This is an optimization exercise on Yosys and OpenROAD, whose aim is small area, a short achievable clock period and few clock cycles, not a production implementation.
Where RTL was checked, it was by simulation tests only, not by an equivalence proof against the original.
Only the layout flow was run in runs 1 and 2; the RTL was not checked for function there.
Power and IR drop assume default switching activity.

==> design/flow/design.v <==
package cpu_pkg;
    localparam int XLEN   = 32;
    localparam int REG_AW = 5;                      
    localparam int OPC_W  = 6;
    localparam logic [XLEN-1:0] RESET_PC = 32'h0000_8000;  
    localparam logic [XLEN-1:0] PC_STEP  = 32'd4;
    localparam int FLAG_C = 0;
    localparam int FLAG_Z = 1;
    localparam int FLAG_N = 2;
    localparam int FLAG_V = 3;
    typedef enum logic [OPC_W-1:0] {
        OP_ADD   = 6'h00, OP_SUB   = 6'h01, OP_AND  = 6'h02,
        OP_OR    = 6'h03, OP_XOR   = 6'h04, OP_NOT  = 6'h05,
        OP_SHL   = 6'h06, OP_SHR   = 6'h07, OP_CMP  = 6'h0B,
        OP_SAR   = 6'h0C, OP_ADDI  = 6'h0D, OP_SUBI = 6'h0E,
        OP_CMPI  = 6'h0F,
        OP_LOAD  = 6'h10, OP_STORE = 6'h11, OP_LOADI = 6'h12,
        OP_JMP   = 6'h20, OP_JZ    = 6'h21, OP_JNZ  = 6'h22,
        OP_JC    = 6'h23, OP_JNC   = 6'h24, OP_JLT  = 6'h25,
        OP_JGE   = 6'h26, OP_JLE   = 6'h27,
        OP_SETEQ = 6'h30, OP_SETNE = 6'h31, OP_SETLT = 6'h32,
        OP_SETGE = 6'h33, OP_SETLE = 6'h34, OP_SETGT = 6'h35,
        OP_HALT  = 6'h3E
    } opcode_e;
    typedef enum logic [2:0] {
        FETCH     = 3'd0,
        DECODE    = 3'd1,
        EXECUTE   = 3'd2,
        MEMORY    = 3'd3,    
        WRITEBACK = 3'd4
    } cpu_state_e;
    typedef struct packed {
        logic [OPC_W-1:0]  opcode;
        logic [1:0]        spare_hi;
        logic [REG_AW-1:0] rd;
        logic [REG_AW-1:0] rs1;
        logic [REG_AW-1:0] rs2;
        logic [8:0]        spare_lo;
    } instr_r_t;
    typedef struct packed {
        logic [OPC_W-1:0]  opcode;
        logic [1:0]        spare_hi;
        logic [REG_AW-1:0] rd;
        logic [18:0]       imm19;     
    } instr_i_t;
    typedef union packed {
        instr_r_t r;
        instr_i_t i;
    } cpu_instr_u;
    typedef struct packed {
        opcode_e           op;
        logic [REG_AW-1:0] rd;
        logic [REG_AW-1:0] rs1;
        logic [REG_AW-1:0] rs2;
        logic [XLEN-1:0]   imm;        
        logic              use_imm;
        logic              reg_write;
        logic              flag_write;
        logic              is_load;
        logic              is_store;
        logic              is_branch;
        logic              is_set;
        logic              is_halt;
    } cpu_decoded_t;
    typedef struct packed {
        logic [XLEN-1:0] addr;
        logic [XLEN-1:0] wdata;
        logic            read;
        logic            write;
    } mem_req_t;
endpackage
module cpu_regfile (
    input  logic        clk,
    input  logic        rst_n,
    input  logic        sel_en,
    input  logic [4:0]  raddr_a_n,
    input  logic [4:0]  raddr_b_n,
    input  logic [4:0]  waddr,
    input  logic        we,
    input  logic [31:0] wdata,
    output logic [31:0] rdata_a,
    output logic [31:0] rdata_b
);
    logic [31:0] regs [32];
    logic [31:0] vld, vld_n, wsel, sel_a, sel_b;
    always_comb begin
        for (int i = 0; i < 32; i++)
            wsel[i] = we && (waddr == 5'(i));
    end
    assign vld_n = vld | wsel;
    always_ff @(posedge clk or negedge rst_n) begin
        if (!rst_n)
            vld <= '0;
        else
            vld <= vld_n;
    end
    always_ff @(posedge clk) begin
        if (sel_en) begin
            for (int i = 0; i < 32; i++) begin
                sel_a[i] <= vld_n[i] && (raddr_a_n == 5'(i));
                sel_b[i] <= vld_n[i] && (raddr_b_n == 5'(i));
            end
        end
    end
    for (genvar i = 0; i < 32; i++) begin : g_reg
        always_ff @(posedge clk) begin
            if (wsel[i])
                regs[i] <= wdata;
        end
    end
    always_comb begin
        rdata_a = '0;
        rdata_b = '0;
        for (int i = 0; i < 32; i++) begin
            rdata_a = rdata_a | ({32{sel_a[i]}} & regs[i]);
            rdata_b = rdata_b | ({32{sel_b[i]}} & regs[i]);
        end
    end
endmodule
module cpu_ksadd #(parameter int W = 12) (
    input  logic [W-1:0] a,
    input  logic [W-1:0] b,
    input  logic         cin,
    output logic [W-1:0] s,
    output logic         cout
);
    logic [W:0] g, p;
    always_comb begin
        g = {a & b, cin};
        p = {a ^ b, 1'b0};
        for (int d = 1; d <= W; d = d * 2) begin
            for (int i = W; i >= d; i--) begin
                g[i] = g[i] | (p[i] & g[i-d]);
                p[i] = p[i] & p[i-d];
            end
        end
        s    = (a ^ b) ^ g[W-1:0];
        cout = g[W];
    end
endmodule
module cpu_inc #(parameter int W = 30) (
    input  logic [W-1:0] a,
    output logic [W-1:0] s
);
    logic [W-1:0] c;
    always_comb begin
        c = {a[W-2:0], 1'b1};        
        for (int d = 1; d < W; d = d * 2)
            for (int i = W - 1; i > d; i--)
                c[i] = c[i] & c[i-d];
        s = a ^ c;
    end
endmodule
module cpu_dec #(parameter int W = 18) (
    input  logic [W-1:0] a,
    output logic [W-1:0] s
);
    logic [W-1:0] c;
    always_comb begin
        c = {~a[W-2:0], 1'b1};       
        for (int d = 1; d < W; d = d * 2)
            for (int i = W - 1; i > d; i--)
                c[i] = c[i] & c[i-d];
        s = a ^ c;
    end
endmodule
module cpu_core (
    input  logic        clk,
    input  logic        rst_n,
    output logic [31:0] mem_addr,
    output logic [31:0] mem_wdata,
    output logic        mem_read,
    output logic        mem_write,
    input  logic [31:0] mem_rdata,
    input  logic        mem_ready,
    output logic        halted,
    output logic [7:0]  cpu_flags
);
    logic [31:2] fpc_q;
    logic [3:0]  flags_q;        
    logic        halted_q;
    logic        r_ld, r_st, r_br, r_rw, r_fw, r_halt;
    logic [4:0]  r_rs1, r_rb, r_rd;
    logic [18:0] r_imm;
    logic [2:0]  r_cc;
    logic        r_add, r_sub, r_and, r_or, r_xor, r_not;
    logic        r_shl, r_shr, r_sar, r_set, r_li, r_useimm, r_pred;
    logic        x_ld, x_st, x_br, x_rw, x_fw, x_halt;
    logic [4:0]  x_rd;
    logic [31:0] x_a, x_b;
    logic [7:0]  x_tt;           
    logic        x_add, x_sub, x_and, x_or, x_xor, x_not;
    logic        x_shl, x_shr, x_sar, x_set, x_pass;
    logic [31:2] x_alt;          
    logic [31:0] bx, sum, res, shin, shr_v, shout, x_wd;
    logic        cout, alu_c, alu_v, fz, fn, tt_bit, redirect;
    assign bx = x_sub ? ~x_b : x_b;
    cpu_ksadd #(.W(32)) u_add (.a(x_a), .b(bx), .cin(x_sub), .s(sum), .cout(cout));
    assign alu_c = x_add ? cout : (x_sub & ~cout);
    assign alu_v = (x_add | x_sub) & (x_a[31] == bx[31]) & (sum[31] != x_a[31]);
    always_comb begin
        for (int k = 0; k < 32; k++)
            shin[k] = x_shl ? x_a[31-k] : x_a[k];
        shr_v = 32'($signed({x_sar & x_a[31], shin}) >>> x_b[4:0]);
        for (int k = 0; k < 32; k++)
            shout[k] = x_shl ? shr_v[31-k] : shr_v[k];
    end
    assign tt_bit = x_tt[flags_q[2:0]];
    assign res = ({32{x_add | x_sub}}        & sum)
               | ({32{x_and}}                & (x_a & x_b))
               | ({32{x_or}}                 & (x_a | x_b))
               | ({32{x_xor}}                & (x_a ^ x_b))
               | ({32{x_not}}                & ~x_a)
               | ({32{x_shl | x_shr | x_sar}} & shout)
               | ({32{x_pass}}               & x_b)
               | {31'd0, x_set & tt_bit};
    assign fz = (res == 32'd0);
    assign fn = res[31];
    assign x_wd     = x_ld ? mem_rdata : res;
    assign redirect = x_br & tt_bit;
    logic        x_mem, halt_c, adv, r_take;
    logic [31:2] fa, fa1, tgt;
    logic [11:0] tlo;
    logic        tc;
    logic [31:14] hi_inc, hi_dec, thi;
    cpu_ksadd #(.W(12)) u_tlo (.a(fpc_q[13:2]), .b(r_imm[11:0]), .cin(1'b0),
                               .s(tlo), .cout(tc));
    cpu_inc #(.W(18)) u_hinc (.a(fpc_q[31:14]), .s(hi_inc));
    cpu_dec #(.W(18)) u_hdec (.a(fpc_q[31:14]), .s(hi_dec));
    always_comb begin
        case ({r_imm[11], tc})
            2'b01:   thi = hi_inc;
            2'b10:   thi = hi_dec;
            default: thi = fpc_q[31:14];
        endcase
    end
    assign tgt = {thi, tlo};
    assign x_mem  = x_ld | x_st;
    assign halt_c = halted_q | x_halt;
    assign adv    = mem_ready & ~halt_c;
    assign r_take = r_br & r_pred;
    assign fa     = redirect ? x_alt : (r_take ? tgt : fpc_q);
    cpu_inc #(.W(30)) u_finc (.a(fa), .s(fa1));
    assign mem_addr  = x_mem ? x_a : {fa, 2'b00};
    assign mem_wdata = x_b;
    assign mem_read  = ~halt_c & ~x_st;
    assign mem_write = x_st & ~halted_q;
    assign halted    = halt_c;
    assign cpu_flags = {4'd0, flags_q};
    logic [5:0]  op;
    logic        d_ld, d_st, d_br, d_rw, d_fw, d_halt;
    logic        d_add, d_sub, d_and, d_or, d_xor, d_not;
    logic        d_shl, d_shr, d_sar, d_set, d_li, d_useimm;
    assign op = mem_rdata[31:26];
    always_comb begin
        d_add = (op == 6'h00) || (op == 6'h0D);
        d_sub = (op == 6'h01) || (op == 6'h0B) || (op == 6'h0E) || (op == 6'h0F);
        d_and = (op == 6'h02);
        d_or  = (op == 6'h03);
        d_xor = (op == 6'h04);
        d_not = (op == 6'h05);
        d_shl = (op == 6'h06);
        d_shr = (op == 6'h07);
        d_sar = (op == 6'h0C);
        d_useimm = (op == 6'h0D) || (op == 6'h0E) || (op == 6'h0F);
        d_ld  = (op == 6'h10);
        d_st  = (op == 6'h11);
        d_li  = (op == 6'h12);
        d_br  = (op[5:3] == 3'b100);
        d_set = (op[5:3] == 3'b110) && (op[2:1] != 2'b11);
        d_halt = (op == 6'h3E);
        d_fw  = (op[5:4] == 2'b00) && (op[3:0] != 4'h8) && (op[3:0] != 4'h9) &&
                (op[3:0] != 4'hA);
        d_rw  = (d_fw && (op != 6'h0B) && (op != 6'h0F)) || d_ld || d_li || d_set;
    end
    logic [31:0] rf_a, rf_b, imm32, a_n, b_n;
    logic        fwd_a, fwd_b;
    logic [7:0]  tt_n;
    cpu_regfile u_regfile (
        .clk     (clk),
        .rst_n   (rst_n),
        .sel_en    (adv & ~x_mem),
        .raddr_a_n (mem_rdata[18:14]),
        .raddr_b_n (d_st ? mem_rdata[23:19] : mem_rdata[13:9]),
        .waddr   (x_rd),
        .we      (x_rw),
        .wdata   (x_wd),
        .rdata_a (rf_a),
        .rdata_b (rf_b)
    );
    assign fwd_a = x_rw && (x_rd == r_rs1);
    assign fwd_b = x_rw && (x_rd == r_rb);
    assign imm32 = r_li ? {13'd0, r_imm} : {{20{r_imm[11]}}, r_imm[11:0]};
    assign a_n   = fwd_a ? x_wd : rf_a;
    assign b_n   = (r_useimm | r_li) ? imm32 : (fwd_b ? x_wd : rf_b);
    always_comb begin
        for (int f = 0; f < 8; f++) begin
            logic c, z, n, cb, cs;
            c = f[0]; z = f[1]; n = f[2];
            case (r_cc)
                3'd0: cb = 1'b1;
                3'd1: cb = z;
                3'd2: cb = ~z;
                3'd3: cb = c;
                3'd4: cb = ~c;
                3'd5: cb = n;
                3'd6: cb = ~n;
                default: cb = n | z;
            endcase
            case (r_cc)
                3'd0: cs = z;
                3'd1: cs = ~z;
                3'd2: cs = n;
                3'd3: cs = ~n;
                3'd4: cs = n | z;
                default: cs = ~n & ~z;
            endcase
            tt_n[f] = r_set ? cs : (cb ^ r_pred);
        end
    end
    always_ff @(posedge clk or negedge rst_n) begin
        if (!rst_n) begin
            fpc_q    <= 30'h0000_2000;      
            flags_q  <= 4'd0;
            halted_q <= 1'b0;
            r_ld <= 1'b0; r_st <= 1'b0; r_br <= 1'b0;
            r_rw <= 1'b0; r_fw <= 1'b0; r_halt <= 1'b0;
            x_ld <= 1'b0; x_st <= 1'b0; x_br <= 1'b0;
            x_rw <= 1'b0; x_fw <= 1'b0; x_halt <= 1'b0;
        end else begin
            if (x_halt)
                halted_q <= 1'b1;
            if (x_fw)
                flags_q <= {alu_v, fn, fz, alu_c};
            if (adv) begin
                if (redirect) begin
                    x_ld <= 1'b0; x_st <= 1'b0; x_br <= 1'b0;
                    x_rw <= 1'b0; x_fw <= 1'b0; x_halt <= 1'b0;
                end else begin
                    x_ld <= r_ld; x_st <= r_st; x_br <= r_br;
                    x_rw <= r_rw; x_fw <= r_fw; x_halt <= r_halt;
                end
                if (x_mem) begin
                    r_ld <= 1'b0; r_st <= 1'b0; r_br <= 1'b0;
                    r_rw <= 1'b0; r_fw <= 1'b0; r_halt <= 1'b0;
                    fpc_q <= fa;
                end else begin
                    r_ld <= d_ld; r_st <= d_st; r_br <= d_br;
                    r_rw <= d_rw; r_fw <= d_fw; r_halt <= d_halt;
                    fpc_q <= fa1;
                end
            end
        end
    end
    always_ff @(posedge clk) begin
        if (adv) begin
            x_rd   <= r_rd;
            x_a    <= a_n;
            x_b    <= b_n;
            x_tt   <= tt_n;
            x_add  <= r_add;
            x_sub  <= r_sub;
            x_and  <= r_and;
            x_or   <= r_or;
            x_xor  <= r_xor;
            x_not  <= r_not;
            x_shl  <= r_shl;
            x_shr  <= r_shr;
            x_sar  <= r_sar;
            x_set  <= r_set;
            x_pass <= r_li;
            x_alt  <= r_pred ? fpc_q : tgt;
        end
        if (adv && !x_mem) begin
            r_rs1    <= mem_rdata[18:14];
            r_rb     <= d_st ? mem_rdata[23:19] : mem_rdata[13:9];
            r_rd     <= mem_rdata[23:19];
            r_imm    <= mem_rdata[18:0];
            r_cc     <= op[2:0];
            r_add    <= d_add;
            r_sub    <= d_sub;
            r_and    <= d_and;
            r_or     <= d_or;
            r_xor    <= d_xor;
            r_not    <= d_not;
            r_shl    <= d_shl;
            r_shr    <= d_shr;
            r_sar    <= d_sar;
            r_set    <= d_set;
            r_li     <= d_li;
            r_useimm <= d_useimm;
            r_pred   <= (op[2:0] == 3'd0) || mem_rdata[11];
        end
    end
endmodule
module cpu_top (
    input  logic        clk,
    input  logic        rst_n,
    output logic [31:0] mem_addr,
    output logic [31:0] mem_wdata,
    output logic        mem_read,
    output logic        mem_write,
    input  logic [31:0] mem_rdata,
    input  logic        mem_ready,
    output logic        halted,
    output logic [7:0]  cpu_flags
);
    cpu_core u_core (
        .clk(clk), .rst_n(rst_n),
        .mem_addr(mem_addr), .mem_wdata(mem_wdata),
        .mem_read(mem_read), .mem_write(mem_write),
        .mem_rdata(mem_rdata), .mem_ready(mem_ready),
        .halted(halted), .cpu_flags(cpu_flags));
endmodule
==> design/flow/run.sh <==
#!/bin/bash
# synth_recipe.tcl (not shown) runs the flow's synth.tcl, then flattens the netlist and writes it again
# the make line also repeats each setting of config.mk as NAME=value (left out here)
make -C /OpenROAD-flow-scripts/flow DESIGN_CONFIG=/design/flow/config.mk WORK_HOME=/design/flow/orfs CLKGATE_MAP_FILE= SYNTH_SCRIPT=/design/flow/synth_recipe.tcl finish
==> design/flow/config.mk <==
export PLATFORM = sky130hd
export DESIGN_NAME = cpu_top
export DESIGN_NICKNAME = cpu_top
export VERILOG_FILES = /design/flow/design.v
export SDC_FILE = /design/flow/constraint.sdc
export NUM_CORES = 4
export LEC_CHECK = 0
export CAP_MARGIN = 20
export CELL_PAD_IN_SITES_DETAIL_PLACEMENT = 1
export CELL_PAD_IN_SITES_GLOBAL_PLACEMENT = 2
export CORE_MARGIN = 2
export CORE_UTILIZATION = 30
export PLACE_DENSITY = 0.45
export SLEW_MARGIN = 20
==> design/flow/constraint.sdc <==
create_clock -name core_clock -period 11.0 [get_ports {clk}]
set_input_delay 2.2000 -clock core_clock [delete_from_list [all_inputs] [get_ports {clk}]]
set_output_delay 2.2000 -clock core_clock [all_outputs]
set_load 0.01 [all_outputs]
==> results.json, run 1 <==
{
  "period_needed_ns": 9.191,
  "fin_skew_ns": 0.06299,
  "postCtsSetupBuffers": 0,
  "use_met1_pct": 45.90,
  "hold_path_depth": 0,
  "pre_cts_ws_ns": 2.728,
  "drtIter0Drc": 7735,
  "cts_resized": 0,
  "path_max_fanout": 18,
  "final_cell_mix": "edfxtp_1 (1251), a22oi_1 (777), nand2_1 (310), buf_4 (257), o21ai_0 (219)",
  "fin_area_um2": 75400,
  "initial_core_util_pct": 30.12,
  "power_mw": 13.66,
  "maxCapViolations": 0,
  "setup_slack_ns": 1.809,
  "pwr_density_cell_nw_per_um2": 181.2,
  "firstDrtPassIters": 8,
  "ir_worst_vdd_v": 0.0001762,
  "drc": 0,
  "grt_pass1_vias": 53474,
  "num_rows": 170,
  "area_delta_synth_final_pct": 17.00,
  "netlist_area_um2": 64450,
  "outcome": "finished clean",
  "muxShareOfSynthArea_pct": 3.328,
  "synth-edff-count": 1251,
  "drt-total-wl_mm": 398.1,
  "path_class": "flop to primary output",
  "synthArstFlopShare_pct": 5.940,
  "synthAdderAreaFrac_pct": 2.167,
  "track_usage_pct": 35.65,
  "clkTransAtPathRegs_ns": 0.06,
  "r2r-start": "u_core.r_imm[0]$_DFFE_PP_",
  "clock_sinks": 1330,
  "cts_hold_buf": 0,
  "utilization_pct": 35.24,
  "port_buffers": 105,
  "path_cells": "ha_1 > fa_1 > a21o_1 > a21boi_0 > o211ai_1 > a31oi_1 > o21bai_1 > a21oi_1 > ha_1 > or3b_2 > nor4_1 > a21oi_1 > nor3_1 > xnor2_1 > o21ai_0 > nand2_1 > o21ai_0 > clkdlybuf4s50_1",
  "synth-main-ff-cell": "edfxtp_1",
  "p_leak_nw": 24.60,
  "hold_ws_ns": 0.4193,
  "clock_latency_ns": 0.85,
  "synth_top_family_by_area": "compound AO/OA/AOI/OAI gates",
  "hold_violations": 0,
  "clock-root-buffer": "clkbuf_16",
  "dieArea_um2": 218600,
  "antenna_found_initial": 26,
  "slowest_delay_ns": 0.59,
  "min-delay-start": "u_core.r_shl$_DFFE_PP_",
  "crit_path_end_kind": "primary output",
  "io_pins": 110,
  "worst_pin_slew_ns": 1.314,
  "avgViaCountPerCell": 6.566,
  "cts_buffer_depth": 3,
  "cts_tree": "done",
  "rsz0062_at_grt": "no",
  "fmax_ghz": 0.1088,
  "cts_max_level": 4,
  "synth-simple-area-share_pct": 9.220,
  "grt_max_degree": 73,
  "syn_inst": 5127,
  "crit_family": "compound AO/OA/AOI/OAI gates",
  "min_period_over_period_pct": 83.55,
  "synth_xor_xnor_area_share_pct": 1.807,
  "slew_viol_final": 0,
  "final_antenna_net_count": 0,
  "place_inst": 7958,
  "fin_cells": 8270,
  "tns_ns": 0,
  "use_met3_pct": 6.894,
  "core-area_um2": 214000,
  "grt.busiest_layer": "met2",
  "avgSynthCellArea_um2": 12.57,
  "avgRoutedWirePerCell_um": 48.13,
  "slew_headroom_pct": 12.41,
  "r2r-end": "u_core.fpc_q[30]$_DFFE_PN0P_",
  "min_path_type": "flop to flop",
  "fin_nets": 5434,
  "hpwl_mm": 244.5,
  "synth_cell_types": 93,
  "startpoint_type": "flop",
  "r2r_cells": 19,
  "yosysWarnings": 8,
  "crit_buf_inv": 1,
  "grt_pass1_wl_mm": 521.6,
  "cp_slowest_cell": "nor4_1",
  "via_count": 54301,
  "placed_area_um2": 70070,
  "reg2reg_slack_ns": 4.13,
  "ys_seq_elements": 1330,
  "die_h_um": 467.5,
  "final_common_cell": "edfxtp_1",
  "use_met2_pct": 58.04,
  "setup_viol": 0,
  "grt-ovfl-total": 0,
  "cp.required_ns": 8.80,
  "drive_gt1_share_pct": 12.30,
  "crit_arrival_ns": 6.99,
  "hold_path_end": "u_core.x_shl$_DFFE_PP_",
  "die_w_um": 467.5,
  "yosysSeqAreaShare_pct": 61.36,
  "routabilityCongestion": 0.8566,
  "numCtsBuffers": 162,
  "synth_compound_area_share_pct": 19.04
}
-- cell type report --
class                           count  area, um^2
Clock buffer                      200        4280
Sequential cell                  1330       39550
Clock inverter                     97       883.3
Fill cell                       22562      138600
Multi-Input combinational cell   3287       23470
Tap cell                         2838        3551
Antenna cell                       11       27.53
Timing Repair Buffer              369        3126
Inverter                          138       523.0
-- how the worst max path moves through the flow --
stage                                            from                 endpoint  slack [ns]  cells past startpoint
after floorplan                             mem_ready  u_core.r_rw$_DFFE_PN0P_        3.28                      5
after global placement    u_core.fpc_q[2]$_DFFE_PN0P_             mem_addr[31]        2.73                     19
after detailed placement    u_core.r_imm[0]$_DFFE_PP_             mem_addr[28]        2.73                     18
after CTS                   u_core.r_imm[0]$_DFFE_PP_             mem_addr[28]        1.82                     18
after global routing      u_core.fpc_q[2]$_DFFE_PN0P_             mem_addr[31]        1.52                     19
final                       u_core.r_imm[0]$_DFFE_PP_             mem_addr[28]        1.81                     18
-- sequential cells by signal (all words and copies together), names as in the netlist, 3 cells and up --
name,count
u_core.flags_q,4
u_core.fpc_q,30
u_core.r_cc,3
u_core.r_imm,14
u_core.r_rb,5
u_core.r_rd,5
u_core.r_rs1,5
u_core.u_regfile.regs,1024
u_core.u_regfile.sel_a,32
u_core.u_regfile.sel_b,32
u_core.u_regfile.vld,32
u_core.x_a,32
u_core.x_alt,30
u_core.x_b,32
u_core.x_rd,5
u_core.x_tt,8
-- layer usage --
layer  vias up  wire length, um
met2      3242           186500
met4         6            20220
met5         -               30
met3       812            30970
met1     29110           160300
li1      21131                -
-- cell usage after synthesis (all sizes together), types with 78 or more instances --
| library cell | n | area share, % |
|---|---|---|
| dfrtp | 78 | 3.0 |
| nand2 | 311 | 1.8 |
| ha | 110 | 2.1 |
| nor3 | 111 | 0.87 |
| inv | 136 | 0.79 |
| o21ai | 220 | 1.7 |
| edfxtp | 1251 | 58 |
| a21oi | 119 | 0.92 |
| a22o | 138 | 1.9 |
| a221oi | 152 | 2.1 |
| a22oi | 777 | 9.1 |
| nand3 | 178 | 1.4 |
| clkbuf | 319 | 1.9 |
| nor2 | 240 | 1.4 |
| nand4 | 154 | 1.5 |
-- cell families after synthesis --
| kind of cell | count (synthesis) |
|---|---|
| flip-flops | 1330 |
| adder cells (fa/ha/maj) | 111 |
| XOR/XNOR | 133 |
| other | 1 |
| AO/OA/AOI/OAI | 1671 |
| multiplexers | 159 |
| buffers and inverters | 513 |
| AND/OR/NAND/NOR | 1209 |
-- power breakdown --
part           internal, mW  switching [mW]
clock                  3.01            2.35
combinational         0.715            1.53
sequential             5.84           0.210
==> run 2, diff against run 1 <==
--- a/design/flow/design.v
+++ b/design/flow/design.v
@@ -177,22 +177,23 @@
     output logic [7:0]  cpu_flags
 );
-    logic [31:2] fpc_q;
+    logic [31:2] fa_q;           
     logic [3:0]  flags_q;        
     logic        halted_q;
     logic        r_ld, r_st, r_br, r_rw, r_fw, r_halt;
-    logic [4:0]  r_rs1, r_rb, r_rd;
+    logic [4:0]  r_rb, r_rd;         
     logic [18:0] r_imm;
     logic [2:0]  r_cc;
     logic        r_add, r_sub, r_and, r_or, r_xor, r_not;
     logic        r_shl, r_shr, r_sar, r_set, r_li, r_useimm, r_pred;
+    logic [31:2] r_alt;          
     logic        x_ld, x_st, x_br, x_rw, x_fw, x_halt;
     logic [4:0]  x_rd;
     logic [31:0] x_a, x_b;
-    logic [7:0]  x_tt;           
+    logic        x_cond;         
     logic        x_add, x_sub, x_and, x_or, x_xor, x_not;
     logic        x_shl, x_shr, x_sar, x_set, x_pass;
-    logic [31:2] x_alt;          
     logic [31:0] bx, sum, res, shin, shr_v, shout, x_wd;
-    logic        cout, alu_c, alu_v, fz, fn, tt_bit, redirect;
+    logic        cout, alu_c, alu_v, fz, fn, redirect;
+    logic [3:0]  flags_n;
     assign bx = x_sub ? ~x_b : x_b;
     cpu_ksadd #(.W(32)) u_add (.a(x_a), .b(bx), .cin(x_sub), .s(sum), .cout(cout));
@@ -206,5 +207,4 @@
             shout[k] = x_shl ? shr_v[31-k] : shr_v[k];
     end
-    assign tt_bit = x_tt[flags_q[2:0]];
     assign res = ({32{x_add | x_sub}}        & sum)
                | ({32{x_and}}                & (x_a & x_b))
@@ -214,36 +214,19 @@
                | ({32{x_shl | x_shr | x_sar}} & shout)
                | ({32{x_pass}}               & x_b)
-               | {31'd0, x_set & tt_bit};
+               | {31'd0, x_set & x_cond};
     assign fz = (res == 32'd0);
     assign fn = res[31];
+    assign flags_n = x_fw ? {alu_v, fn, fz, alu_c} : flags_q;
     assign x_wd     = x_ld ? mem_rdata : res;
-    assign redirect = x_br & tt_bit;
-    logic        x_mem, halt_c, adv, r_take;
-    logic [31:2] fa, fa1, tgt;
-    logic [11:0] tlo;
-    logic        tc;
-    logic [31:14] hi_inc, hi_dec, thi;
-    cpu_ksadd #(.W(12)) u_tlo (.a(fpc_q[13:2]), .b(r_imm[11:0]), .cin(1'b0),
-                               .s(tlo), .cout(tc));
-    cpu_inc #(.W(18)) u_hinc (.a(fpc_q[31:14]), .s(hi_inc));
-    cpu_dec #(.W(18)) u_hdec (.a(fpc_q[31:14]), .s(hi_dec));
-    always_comb begin
-        case ({r_imm[11], tc})
-            2'b01:   thi = hi_inc;
-            2'b10:   thi = hi_dec;
-            default: thi = fpc_q[31:14];
-        endcase
-    end
-    assign tgt = {thi, tlo};
+    assign redirect = x_br & x_cond;
+    logic        x_mem, halt_c, adv;
     assign x_mem  = x_ld | x_st;
     assign halt_c = halted_q | x_halt;
     assign adv    = mem_ready & ~halt_c;
-    assign r_take = r_br & r_pred;
-    assign fa     = redirect ? x_alt : (r_take ? tgt : fpc_q);
-    cpu_inc #(.W(30)) u_finc (.a(fa), .s(fa1));
-    assign mem_addr  = x_mem ? x_a : {fa, 2'b00};
+    assign mem_addr  = (x_mem | redirect) ? (x_mem ? x_a : {x_b[31:2], 2'b00})
+                                          : {fa_q, 2'b00};
     assign mem_wdata = x_b;
     assign mem_read  = ~halt_c & ~x_st;
-    assign mem_write = x_st & ~halted_q;
+    assign mem_write = x_st;
     assign halted    = halt_c;
     assign cpu_flags = {4'd0, flags_q};
@@ -251,5 +234,5 @@
     logic        d_ld, d_st, d_br, d_rw, d_fw, d_halt;
     logic        d_add, d_sub, d_and, d_or, d_xor, d_not;
-    logic        d_shl, d_shr, d_sar, d_set, d_li, d_useimm;
+    logic        d_shl, d_shr, d_sar, d_set, d_li, d_useimm, d_pred;
     assign op = mem_rdata[31:26];
     always_comb begin
@@ -273,53 +256,70 @@
                 (op[3:0] != 4'hA);
         d_rw  = (d_fw && (op != 6'h0B) && (op != 6'h0F)) || d_ld || d_li || d_set;
+        d_pred = d_br && ((op[2:0] == 3'd0) || mem_rdata[11]);
     end
+    logic [31:2] fq1, xb1, pc4, tgt;
+    logic [11:0] tlo;
+    logic        tc;
+    logic [31:14] hi_inc, hi_dec, thi;
+    cpu_inc #(.W(30)) u_fq1 (.a(fa_q), .s(fq1));
+    cpu_inc #(.W(30)) u_xb1 (.a(x_b[31:2]), .s(xb1));
+    assign pc4 = redirect ? xb1 : fq1;
+    cpu_ksadd #(.W(12)) u_tlo (.a(pc4[13:2]), .b(mem_rdata[11:0]), .cin(1'b0),
+                               .s(tlo), .cout(tc));
+    cpu_inc #(.W(18)) u_hinc (.a(pc4[31:14]), .s(hi_inc));
+    cpu_dec #(.W(18)) u_hdec (.a(pc4[31:14]), .s(hi_dec));
+    always_comb begin
+        case ({mem_rdata[11], tc})
+            2'b01:   thi = hi_inc;
+            2'b10:   thi = hi_dec;
+            default: thi = pc4[31:14];
+        endcase
+    end
+    assign tgt = {thi, tlo};
     logic [31:0] rf_a, rf_b, imm32, a_n, b_n;
     logic        fwd_a, fwd_b;
-    logic [7:0]  tt_n;
+    logic        cb, cs, cond_n;
     cpu_regfile u_regfile (
-        .clk     (clk),
-        .rst_n   (rst_n),
+        .clk       (clk),
+        .rst_n     (rst_n),
         .sel_en    (adv & ~x_mem),
         .raddr_a_n (mem_rdata[18:14]),
         .raddr_b_n (d_st ? mem_rdata[23:19] : mem_rdata[13:9]),
-        .waddr   (x_rd),
-        .we      (x_rw),
-        .wdata   (x_wd),
-        .rdata_a (rf_a),
-        .rdata_b (rf_b)
+        .waddr     (x_rd),
+        .we        (x_rw),
+        .wdata     (x_wd),
+        .rdata_a   (rf_a),
+        .rdata_b   (rf_b)
     );
-    assign fwd_a = x_rw && (x_rd == r_rs1);
+    assign fwd_a = x_rw && (x_rd == r_imm[18:14]);
     assign fwd_b = x_rw && (x_rd == r_rb);
     assign imm32 = r_li ? {13'd0, r_imm} : {{20{r_imm[11]}}, r_imm[11:0]};
     assign a_n   = fwd_a ? x_wd : rf_a;
-    assign b_n   = (r_useimm | r_li) ? imm32 : (fwd_b ? x_wd : rf_b);
+    assign b_n   = r_br ? {r_alt, 2'b00} :
+                   (r_useimm | r_li) ? imm32 : (fwd_b ? x_wd : rf_b);
     always_comb begin
-        for (int f = 0; f < 8; f++) begin
-            logic c, z, n, cb, cs;
-            c = f[0]; z = f[1]; n = f[2];
-            case (r_cc)
-                3'd0: cb = 1'b1;
-                3'd1: cb = z;
-                3'd2: cb = ~z;
-                3'd3: cb = c;
-                3'd4: cb = ~c;
-                3'd5: cb = n;
-                3'd6: cb = ~n;
-                default: cb = n | z;
-            endcase
-            case (r_cc)
-                3'd0: cs = z;
-                3'd1: cs = ~z;
-                3'd2: cs = n;
-                3'd3: cs = ~n;
-                3'd4: cs = n | z;
-                default: cs = ~n & ~z;
-            endcase
-            tt_n[f] = r_set ? cs : (cb ^ r_pred);
-        end
+        case (r_cc)
+            3'd0: cb = 1'b1;
+            3'd1: cb = flags_n[1];
+            3'd2: cb = ~flags_n[1];
+            3'd3: cb = flags_n[0];
+            3'd4: cb = ~flags_n[0];
+            3'd5: cb = flags_n[2];
+            3'd6: cb = ~flags_n[2];
+            default: cb = flags_n[2] | flags_n[1];
+        endcase
+        case (r_cc)
+            3'd0: cs = flags_n[1];
+            3'd1: cs = ~flags_n[1];
+            3'd2: cs = flags_n[2];
+            3'd3: cs = ~flags_n[2];
+            3'd4: cs = flags_n[2] | flags_n[1];
+            default: cs = ~flags_n[2] & ~flags_n[1];
+        endcase
+        cond_n = r_set ? cs : (cb ^ r_pred);
     end
     always_ff @(posedge clk or negedge rst_n) begin
         if (!rst_n) begin
-            fpc_q    <= 30'h0000_2000;      
+            fa_q     <= 30'h0000_2000;      
             flags_q  <= 4'd0;
             halted_q <= 1'b0;
@@ -331,6 +331,5 @@
             if (x_halt)
                 halted_q <= 1'b1;
-            if (x_fw)
-                flags_q <= {alu_v, fn, fz, alu_c};
+            flags_q <= flags_n;
             if (adv) begin
                 if (redirect) begin
@@ -344,9 +343,8 @@
                     r_ld <= 1'b0; r_st <= 1'b0; r_br <= 1'b0;
                     r_rw <= 1'b0; r_fw <= 1'b0; r_halt <= 1'b0;
-                    fpc_q <= fa;
                 end else begin
                     r_ld <= d_ld; r_st <= d_st; r_br <= d_br;
                     r_rw <= d_rw; r_fw <= d_fw; r_halt <= d_halt;
-                    fpc_q <= fa1;
+                    fa_q <= d_pred ? tgt : pc4;
                 end
             end
@@ -358,5 +356,5 @@
             x_a    <= a_n;
             x_b    <= b_n;
-            x_tt   <= tt_n;
+            x_cond <= cond_n;
             x_add  <= r_add;
             x_sub  <= r_sub;
@@ -370,8 +368,6 @@
             x_set  <= r_set;
             x_pass <= r_li;
-            x_alt  <= r_pred ? fpc_q : tgt;
         end
         if (adv && !x_mem) begin
-            r_rs1    <= mem_rdata[18:14];
             r_rb     <= d_st ? mem_rdata[23:19] : mem_rdata[13:9];
             r_rd     <= mem_rdata[23:19];
@@ -390,5 +386,6 @@
             r_li     <= d_li;
             r_useimm <= d_useimm;
-            r_pred   <= (op[2:0] == 3'd0) || mem_rdata[11];
+            r_pred   <= d_pred;
+            r_alt    <= d_pred ? pc4 : tgt;
         end
     end
--- a/design/flow/config.mk
+++ b/design/flow/config.mk
@@ -12,3 +12,4 @@
 export CORE_UTILIZATION = 30
 export PLACE_DENSITY = 0.45
+export SETUP_SLACK_MARGIN = 5
 export SLEW_MARGIN = 20
==> run 2 against run 1 <==
Net effect: combinational power up 18%; clock skew up 0.0031 ns; cell count up 1.4%; critical endpoint is now u_core.x_cond$_DFFE_PP_; highest routed layer unchanged.
==> results.json, run 2 <==
{
  "synth_cell_types": 89,
  "crit_path_end_kind": "flop",
  "fmax_ghz": 0.1698,
  "worst_pin_slew_ns": 1.317,
  "dieArea_um2": 219800,
  "avgRoutedWirePerCell_um": 48.96,
  "synth-edff-count": 1244,
  "initial_core_util_pct": 30.20,
  "cp.required_ns": 11.66,
  "synth-main-ff-cell": "edfxtp_1",
  "io_pins": 110,
  "firstDrtPassIters": 6,
  "synthArstFlopShare_pct": 5.971,
  "min_period_over_period_pct": 53.55,
  "yosys.area.top_type_share_pct": 57.63,
  "startpoint_type": "flop",
  "synth_commonest_cells": "edfxtp_1 (1244), a22oi_1 (776), nand2_1 (333), clkbuf_1 (311), nor2_1 (266)",
  "routabilityCongestion": 0.8921,
  "ys_seq_elements": 1323,
  "crit_arrival_ns": 6.55,
  "slew_viol_final": 0,
  "muxShareOfSynthArea_pct": 3.030,
  "synth_most_common_cell": "edfxtp_1",
  "avgSynthCellArea_um2": 12.35,
  "r2r-start": "u_core.x_b[3]$_DFFE_PP_",
  "area_delta_synth_final_pct": 17.17,
  "grt_pass1_vias": 54193,
  "drc": 0,
  "hold_path_end": "u_core.x_rd[1]$_DFFE_PP_",
  "ir_worst_vdd_v": 0.0001789,
  "port_buffers": 105,
  "final_cell_mix": "edfxtp_1 (1244), a22oi_1 (776), nand2_1 (330), buf_4 (249), nor2_1 (229)",
  "pwr_density_cell_nw_per_um2": 183.9,
  "synth-simple-area-share_pct": 9.939,
  "die_w_um": 468.8,
  "track_usage_pct": 36.53,
  "final_common_cell": "edfxtp_1",
  "netlist_area_um2": 64820,
  "grt_pass1_wl_mm": 535.5,
  "num_rows": 170,
  "yosysTopAreaCell": "edfxtp_1",
  "synth_xor_xnor_area_share_pct": 2.121,
  "die_h_um": 468.8,
  "synth_compound_area_share_pct": 18.75,
  "drt-total-wl_mm": 410.4,
  "largest_register_ffs": 1024,
  "clock-root-buffer": "clkbuf_16",
  "fin_nets": 5555,
  "drive_gt1_share_pct": 12.60,
  "path_class": "flop to flop",
  "slew_headroom_pct": 11.37,
  "path_max_fanout": 36,
  "numCtsBuffers": 162,
  "min-delay-start": "u_core.r_rd[1]$_DFFE_PP_",
  "final_antenna_net_count": 0,
  "hpwl_mm": 251.9,
  "antenna_found_initial": 21,
  "maxCapViolations": 0,
  "grt_max_degree": 65,
  "synth_top_family_by_area": "compound AO/OA/AOI/OAI gates",
  "cts_hold_buf": 0,
  "grt-ovfl-total": 0,
  "cts_max_level": 4,
  "min_path_type": "flop to flop",
  "yosysSeqAreaShare_pct": 60.68,
  "hold_path_depth": 0,
  "via_count": 55534,
  "period_needed_ns": 5.891,
  "fillCellCount": 22482,
  "cts_tree": "done",
  "outcome": "finished clean",
  "clock_latency_ns": 0.85,
  "regArea_um2": 39340,
  "hold_violations": 0,
  "core-area_um2": 214600,
  "clock_sinks": 1323,
  "synthAdderAreaFrac_pct": 2.173,
  "p_leak_nw": 24.84,
  "r2r-end": "u_core.x_cond$_DFFE_PP_",
  "multi_input_area_um2": 24070,
  "cts_buffer_depth": 3,
  "syn_inst": 5249,
  "tns_ns": 0,
  "clkTransAtPathRegs_ns": 0.06,
  "r2r_cells": 16,
  "synth_area_leaders": "edfxtp_1 (58%), a22oi_1 (9.0%), dfrtp_1 (3.0%)",
  "drtIter0Drc": 7916,
  "setup_viol": 0,
  "hold_ws_ns": 0.4016,
  "fin_skew_ns": 0.06607,
  "top_register": "u_core.u_regfile.regs",
  "reg2reg_slack_ns": 5.11,
  "rsz0062_at_grt": "yes",
  "yosysWarnings": 8,
  "avgViaCountPerCell": 6.625
}
-- run 2: worst max path at each step --
stage | start | end | slack, ns
3_5_place_dp | mem_rdata[0] | u_core.fa_q[29]$_DFFE_PN0P_ | 3.19
2_1_floorplan | mem_rdata[0] | u_core.r_alt[29]$_DFFE_PP_ | 5.01
3_3_place_gp | mem_rdata[0] | u_core.fa_q[29]$_DFFE_PN0P_ | 3.15
4_1_cts | mem_rdata[0] | u_core.r_alt[29]$_DFFE_PP_ | 5.02
6_report | u_core.x_b[3]$_DFFE_PP_ | u_core.x_cond$_DFFE_PP_ | 5.11
5_1_grt | mem_rdata[2] | u_core.r_alt[29]$_DFFE_PP_ | 4.94
-- run 2: critical path: stages, from the launching register on --
cell	delay, ns
edfxtp_1	0.39
buf_4	0.46
inv_2	0.31
ha_1	0.37
a222oi_1	0.30
o211ai_1	0.15
a311oi_1	0.69
o211ai_1	0.36
a221oi_2	0.51
o2111ai_1	0.26
nor4_1	0.25
nand4_1	0.23
nor4_4	0.52
nand3_2	0.19
a31o_1	0.25
a211o_1	0.30
nor3_2	0.10
-- run 2: layout make-up --
type                    instances  share of cell area [%]
diodes                          5                 0.01647
flip-flops and latches       1323                   51.79
repair inverters                1                0.009885
clock inverters                72                  0.9275
multi-input cells            3376                   31.69
well taps                    2838                   4.675
inverters                     173                  0.8748
repair buffers                371                   4.272
clock buffers                 224                   5.740
-- run 2: repair_timing --
item,4_1_cts,5_1_grt
pin swaps,3,13
buffers inserted,5,4
gates cloned,0,1
setup endpoints to repair,36,86
resized for setup,14,22
-- run 2: layer usage --
metal	GRT usage (%)	vias up	part of all wire, %
met4	19.09	6	6.1
met2	58.56	3617	46
met1	46.86	29557	40
li1	-	21471	-
met5	0	-	0.011
met3	6.856	883	8.3
-- run 2: metrics by stage --
| step | power, mW | utilization [%] | area, um^2 | cells | setup WS [ns] |
|---|---|---|---|---|---|
| after floorplan | 7.424 | - | 64840 | 5252 | 5.014 |
| after global placement | 8.683 | 32.75 | 70290 | 8059 | 3.146 |
| after detailed placement | 8.685 | 32.86 | 70530 | 8070 | 3.188 |
| after CTS | 13.97 | 35.26 | 75680 | 8371 | 5.019 |
| after global routing | 14.37 | 35.38 | 75940 | 8379 | 4.942 |
| final | 13.97 | 35.39 | 75950 | 8383 | 5.109 |
-- run 2: logic make-up after synthesis --
family / count (synthesis)
AOI/OAI and AO/OA: 1644
xor gates and xnor gates: 157
adders and majority gates: 112
buffers and inverters: 553
DFF: 1323
muxes: 144
other: 1
and+or+nand+nor: 1315
-- run 2: power by group --
| group | switching (mW) | internal, mW | leakage [nW] | total, mW |
|---|---|---|---|---|
| sequential | 0.194 | 5.83 | 11.7 | 6.03 |
| combinational | 1.82 | 0.845 | 10.6 | 2.66 |
| clock | 2.36 | 2.91 | 2.45 | 5.28 |
==> run 3, diff against run 2 <==
--- a/design/flow/design.v
+++ b/design/flow/design.v
@@ -73,7 +73,6 @@
     input  logic        clk,
     input  logic        rst_n,
-    input  logic        sel_en,
-    input  logic [4:0]  raddr_a_n,
-    input  logic [4:0]  raddr_b_n,
+    input  logic [4:0]  raddr_a,
+    input  logic [4:0]  raddr_b,
     input  logic [4:0]  waddr,
     input  logic        we,
@@ -83,23 +82,18 @@
 );
     logic [31:0] regs [32];
-    logic [31:0] vld, vld_n, wsel, sel_a, sel_b;
+    logic [31:0] vld;
+    logic [31:0] wsel, sel_a, sel_b;
     always_comb begin
-        for (int i = 0; i < 32; i++)
-            wsel[i] = we && (waddr == 5'(i));
+        for (int i = 0; i < 32; i++) begin
+            wsel[i]  = we && (waddr == 5'(i));
+            sel_a[i] = vld[i] && (raddr_a == 5'(i));
+            sel_b[i] = vld[i] && (raddr_b == 5'(i));
+        end
     end
-    assign vld_n = vld | wsel;
     always_ff @(posedge clk or negedge rst_n) begin
         if (!rst_n)
             vld <= '0;
         else
-            vld <= vld_n;
-    end
-    always_ff @(posedge clk) begin
-        if (sel_en) begin
-            for (int i = 0; i < 32; i++) begin
-                sel_a[i] <= vld_n[i] && (raddr_a_n == 5'(i));
-                sel_b[i] <= vld_n[i] && (raddr_b_n == 5'(i));
-            end
-        end
+            vld <= vld | wsel;
     end
     for (genvar i = 0; i < 32; i++) begin : g_reg
@@ -193,6 +187,6 @@
     logic        x_add, x_sub, x_and, x_or, x_xor, x_not;
     logic        x_shl, x_shr, x_sar, x_set, x_pass;
-    logic [31:0] bx, sum, res, shin, shr_v, shout, x_wd;
-    logic        cout, alu_c, alu_v, fz, fn, redirect;
+    logic [31:0] bx, sum, res, res_o, shin, shr_v, shout, x_wd;
+    logic        cout, alu_c, alu_v, fz, fn, zs, redirect;
     logic [3:0]  flags_n;
     assign bx = x_sub ? ~x_b : x_b;
@@ -207,6 +201,5 @@
             shout[k] = x_shl ? shr_v[31-k] : shr_v[k];
     end
-    assign res = ({32{x_add | x_sub}}        & sum)
-               | ({32{x_and}}                & (x_a & x_b))
+    assign res_o = ({32{x_and}}              & (x_a & x_b))
                | ({32{x_or}}                 & (x_a | x_b))
                | ({32{x_xor}}                & (x_a ^ x_b))
@@ -215,5 +208,7 @@
                | ({32{x_pass}}               & x_b)
                | {31'd0, x_set & x_cond};
-    assign fz = (res == 32'd0);
+    assign res = res_o | ({32{x_add | x_sub}} & sum);
+    assign zs = &(~((x_a ^ bx) ^ {x_a[30:0] | bx[30:0], x_sub}));
+    assign fz = (x_add | x_sub) ? zs : (res_o == 32'd0);
     assign fn = res[31];
     assign flags_n = x_fw ? {alu_v, fn, fz, alu_c} : flags_q;
@@ -277,5 +272,5 @@
     end
     assign tgt = {thi, tlo};
-    logic [31:0] rf_a, rf_b, imm32, a_n, b_n;
+    logic [31:0] rf_a, rf_b, imm32, a_n, b_n, b_o;
     logic        fwd_a, fwd_b;
     logic        cb, cs, cond_n;
@@ -283,7 +278,6 @@
         .clk       (clk),
         .rst_n     (rst_n),
-        .sel_en    (adv & ~x_mem),
-        .raddr_a_n (mem_rdata[18:14]),
-        .raddr_b_n (d_st ? mem_rdata[23:19] : mem_rdata[13:9]),
+        .raddr_a   (r_imm[18:14]),
+        .raddr_b   (r_rb),
         .waddr     (x_rd),
         .we        (x_rw),
@@ -296,26 +290,32 @@
     assign imm32 = r_li ? {13'd0, r_imm} : {{20{r_imm[11]}}, r_imm[11:0]};
     assign a_n   = fwd_a ? x_wd : rf_a;
-    assign b_n   = r_br ? {r_alt, 2'b00} :
-                   (r_useimm | r_li) ? imm32 : (fwd_b ? x_wd : rf_b);
-    always_comb begin
-        case (r_cc)
-            3'd0: cb = 1'b1;
-            3'd1: cb = flags_n[1];
-            3'd2: cb = ~flags_n[1];
-            3'd3: cb = flags_n[0];
-            3'd4: cb = ~flags_n[0];
-            3'd5: cb = flags_n[2];
-            3'd6: cb = ~flags_n[2];
-            default: cb = flags_n[2] | flags_n[1];
-        endcase
-        case (r_cc)
-            3'd0: cs = flags_n[1];
-            3'd1: cs = ~flags_n[1];
-            3'd2: cs = flags_n[2];
-            3'd3: cs = ~flags_n[2];
-            3'd4: cs = flags_n[2] | flags_n[1];
-            default: cs = ~flags_n[2] & ~flags_n[1];
-        endcase
-        cond_n = r_set ? cs : (cb ^ r_pred);
+    assign b_o   = r_br ? {r_alt, 2'b00} : ((r_useimm | r_li) ? imm32 : rf_b);
+    assign b_n   = (fwd_b & ~r_br & ~r_useimm & ~r_li) ? x_wd : b_o;
+    logic [7:0] tt;
+    always_comb begin
+        for (int f = 0; f < 8; f++) begin
+            logic c, z, n;
+            c = f[0]; z = f[1]; n = f[2];
+            case (r_cc)
+                3'd0: cb = 1'b1;
+                3'd1: cb = z;
+                3'd2: cb = ~z;
+                3'd3: cb = c;
+                3'd4: cb = ~c;
+                3'd5: cb = n;
+                3'd6: cb = ~n;
+                default: cb = n | z;
+            endcase
+            case (r_cc)
+                3'd0: cs = z;
+                3'd1: cs = ~z;
+                3'd2: cs = n;
+                3'd3: cs = ~n;
+                3'd4: cs = n | z;
+                default: cs = ~n & ~z;
+            endcase
+            tt[f] = r_set ? cs : (cb ^ r_pred);
+        end
+        cond_n = x_fw ? tt[{fn, fz, alu_c}] : tt[flags_q[2:0]];
     end
     always_ff @(posedge clk or negedge rst_n) begin
--- a/design/flow/config.mk
+++ b/design/flow/config.mk
@@ -10,6 +10,7 @@
 export CELL_PAD_IN_SITES_GLOBAL_PLACEMENT = 2
 export CORE_MARGIN = 2
-export CORE_UTILIZATION = 30
-export PLACE_DENSITY = 0.45
+export CORE_UTILIZATION = 50
+export PLACE_DENSITY = 0.6
 export SETUP_SLACK_MARGIN = 5
 export SLEW_MARGIN = 20
+export TNS_END_PERCENT = 0
==> run 3 against run 2 <==
Net effect: combinational power grew 11%; synthesized area shrank 0.68%; first-iteration DRC count grew 68%; critical path depth rose by 4; register-to-register slack gained 0.07 ns; clock skew down 0.017 ns; die area down 40%; largest power group unchanged.
==> results.json, run 3 <==
{
  "seqPwrFrac_pct": 43.9,
  "path_class": "primary input to flop",
  "ir_worst_vdd_v": 0.0001922,
  "clock_latency_ns": 0.79,
  "min_path_type": "flop to flop",
  "p_sw_mw": 4.287,
  "grt_pass1_wl_mm": 463.1,
  "grt_max_degree": 59,
  "yosysTopAreaCell": "edfxtp_1",
  "synth_cell_types": 90,
  "antenna_found_initial": 20,
  "area_delta_synth_final_pct": 12.08,
  "fillCellCount": 12661,
  "synthArstFlopShare_pct": 6.275,
  "final_cell_mix": "edfxtp_1 (1180), a22oi_1 (493), nand2_1 (321), a221oi_1 (281), a22o_1 (259)",
  "rsz0062_at_grt": "yes",
  "hold_path_depth": 0,
  "avgSynthCellArea_um2": 12.20,
  "die_w_um": 362.8,
  "cts_buffer_depth": 3,
  "track_usage_pct": 51.36,
  "crit_buf_inv": 2,
  "swShare_pct": 31.94,
  "largest_register_ffs": 1024,
  "synth_commonest_cells": "edfxtp_1 (1180), a22oi_1 (493), clkbuf_1 (381), nand2_1 (322), a221oi_1 (281)",
  "power_frac_comb_pct": 22.0,
  "fin_cells": 7068,
  "tns_ns": 0,
  "place_inst": 6803,
  "cts_tree": "done",
  "cts_max_level": 4,
  "period_needed_ns": 5.855,
  "clock-root-buffer": "clkbuf_16",
  "drt-total-wl_mm": 345.6,
  "top_register": "u_core.u_regfile.regs",
  "syn_inst": 5277,
  "fin_nets": 5462,
  "synth-edff-count": 1180,
  "maxCapViolations": 0,
  "drive_gt1_share_pct": 12.17,
  "via_count": 58707,
  "avgViaCountPerCell": 8.306,
  "fin_skew_ns": 0.04954,
  "synth_area_leaders": "edfxtp_1 (55%), a22oi_1 (5.7%), a221oi_1 (3.8%)",
  "cpMostUsedCell": "o21bai_1",
  "setup_viol": 0,
  "slew_headroom_pct": 14.07,
  "crit_arrival_ns": 6.38,
  "initial_core_util_pct": 50.42,
  "p_leak_nw": 24.07,
  "synth-main-ff-cell": "edfxtp_1",
  "hold_violations": 0,
  "port_buffers": 105,
  "yosys.area.top_type_share_pct": 55.04,
  "slew_viol_final": 0,
  "yosysSeqAreaShare_pct": 58.11,
  "startpoint_type": "primary input",
  "final_antenna_net_count": 0,
  "drc": 0,
  "grt-ovfl-total": 0,
  "power.internal_mw": 9.135,
  "netlist_area_um2": 64380,
  "yosysWarnings": 8,
  "numCtsBuffers": 139,
  "worst_pin_slew_ns": 1.279,
  "hpwl_mm": 206.2,
  "outcome": "finished clean",
  "path_max_fanout": 10,
  "die_h_um": 362.8,
  "io_pins": 110,
  "path_cells": "dlygate4sd2_1 > ha_1 > fa_2 > a21o_1 > a21oi_2 > o21bai_1 > a21oi_1 > o21bai_1 > a21oi_1 > o21bai_1 > a21oi_2 > o21bai_1 > a21oi_1 > ha_2 > clkinv_2 > or3b_2 > a2bb2oi_1 > nor2_1 > nand2_1 > xnor2_1",
  "drtIter0Drc": 13327,
  "crit_path_end_kind": "flop",
  "r2r_cells": 10,
  "routabilityCongestion": 0.9928,
  "synth_most_common_cell": "edfxtp_1",
  "cp.depth": 20,
  "num_rows": 131,
  "pwr_density_cell_nw_per_um2": 186.0,
  "cp_slowest_cell": "or3b_2",
  "avgRoutedWirePerCell_um": 48.90,
  "grt_pass1_vias": 55366,
  "cp.required_ns": 11.52,
  "clock_sinks": 1259,
  "core-area_um2": 127700,
  "slowest_delay_ns": 0.52,
  "clkTransAtPathRegs_ns": 0.06,
  "final_common_cell": "edfxtp_1",
  "fmax_ghz": 0.1708,
  "p_clk_share_pct": 34.1,
  "crit_family": "compound AO/OA/AOI/OAI gates",
  "min_period_over_period_pct": 53.22,
  "dieArea_um2": 131700,
  "ys_seq_elements": 1259,
  "reg2reg_slack_ns": 5.18,
  "firstDrtPassIters": 10
}
==> run 3: cell types whose count changed in the layout (fill, tap and decap cells not counted), sizes merged, moves of 43 or more <==
cell	previous run	this run
a22oi	776	493
a221oi	151	281
a22o	131	259
nand3	193	107
nor4	91	22
and3	19	83
edfxtp	1244	1180
buf	267	208
clkbuf	224	178
o21ai	103	146
==> run 3: metrics by stage <==
| stage | power, mW | hold WS (ns) | cell area, um^2 | setup WS [ns] | utilization (%) |
|---|---|---|---|---|---|
| 6_report | 13.42 | 0.4148 | 72160 | 5.145 | 56.52 |
| 5_1_grt | 13.69 | 0.4244 | 72130 | 4.943 | 56.49 |
| 4_1_cts | 13.26 | 0.4152 | 72090 | 5.037 | 56.46 |
| 3_5_place_dp | 8.791 | 0.4063 | 67740 | 3.531 | 53.05 |
| 3_3_place_gp | 8.751 | 0.4015 | 67740 | 3.556 | 53.05 |
| 2_1_floorplan | 7.497 | 0.4003 | 64390 | 5.050 | - |
==> run 3: path summary, 6_finish.rpt <==
kind | startpoint | endpoint
setup / recovery | mem_rdata[0] | u_core.r_alt[17]$_DFFE_PP_
hold / removal | u_core.r_rd[2]$_DFFE_PP_ | u_core.x_rd[2]$_DFFE_PP_
setup reg to reg | u_core.x_shl$_DFFE_PP_ | u_core.u_regfile.regs[20][3]$_DFFE_PP_
hold reg to reg | u_core.r_rd[2]$_DFFE_PP_ | u_core.x_rd[2]$_DFFE_PP_
max in group asynchronous | rst_n | u_core.x_ld$_DFFE_PN0P_
min in group asynchronous | rst_n | u_core.u_regfile.vld[30]$_DFF_PN0_
==> run 3: power by group through the flow <==
| stage | sequential [mW] | combinational, mW | clock [mW] |
|---|---|---|---|
| floorplan | 5.87 | 1.63 | 0 |
| global placement | 5.96 | 2.79 | 0 |
| detailed placement | 5.97 | 2.82 | 0 |
| CTS | 5.87 | 2.84 | 4.54 |
| global route | 5.90 | 3.09 | 4.70 |
| finish | 5.89 | 2.95 | 4.58 |
==> run 3: metal layers <==
metal | share of wire [%] | track usage (%) | vias to the layer above
met5 | 0.030 | 0.2590 | -
li1 | - | - | 21337
met4 | 8.2 | 32.30 | 12
met1 | 35 | 68.73 | 29170
met3 | 18 | 21.94 | 1719
met2 | 39 | 67.91 | 6469
==> run 3: layout make-up <==
type	count	area, um^2	area share (%)
Antenna cell	15	37.54	0.05202
Multi-Input combinational cell	3421	25120	34.81
Inverter	151	573.1	0.7941
Clock buffer	178	3677	5.096
Timing Repair Buffer	312	2611	3.619
Clock inverter	70	648.1	0.8982
Sequential cell	1259	37410	51.85
Tap cell	1662	2079	2.882
==> run 3: cells by family after synthesis <==
| group | share of synthesized area, % |
|---|---|
| buf+inv | 3.574 |
| other cells | 0.005825 |
| xor+xnor | 2.503 |
| mux | 3.189 |
| flops | 58.11 |
| compound gates | 20.11 |
| fa+ha+maj | 2.791 |
| simple gates | 9.723 |
==> run 3: timing repair <==
| action | CTS | global route |
|---|---|---|
| hold buffers | 0 | 0 |
| cloned | 0 | 0 |
| setup buffers | 2 | 0 |
| setup endpoints to repair | 34 | 59 |
| gates resized for setup | 4 | 7 |
| pin swaps | 0 | 0 |
Testbench counts of run 3, summed over its fixed seeds: cycles 32,066.

what the ideal ports hide:
How much do the figures lean on ideal ports? The routed layouts below were timed once more, with nothing changed but the port constraints.
Step 1: set_driving_cell puts a clkbuf_16 on clk and a buf_2 on each other input, an assumption about the parent block.
Step 2, shift: input delay + t, output delay - t, t = (earliest + latest rising clock arrival at the registers) / 2. This alone moves slack from input paths to output paths.
a / b / c = ideal / step 1 / step 2; a / b = the first two.
run | t, ns | setup slack, ns | pins driven straight from the clock port
run 1 | 0.917 | 1.809 / 1.715 / 2.632 | 1
run 2 | 0.898 | 5.109 / 5.109 / 4.324 | 1
run 3 | 0.853 | 5.145 / 5.133 / 4.340 | 1
After both steps setup and hold are still met in every run listed. The setup slack of run 3, which loses most, moves by -0.012 ns with the drivers and by -0.805 ns with both steps.
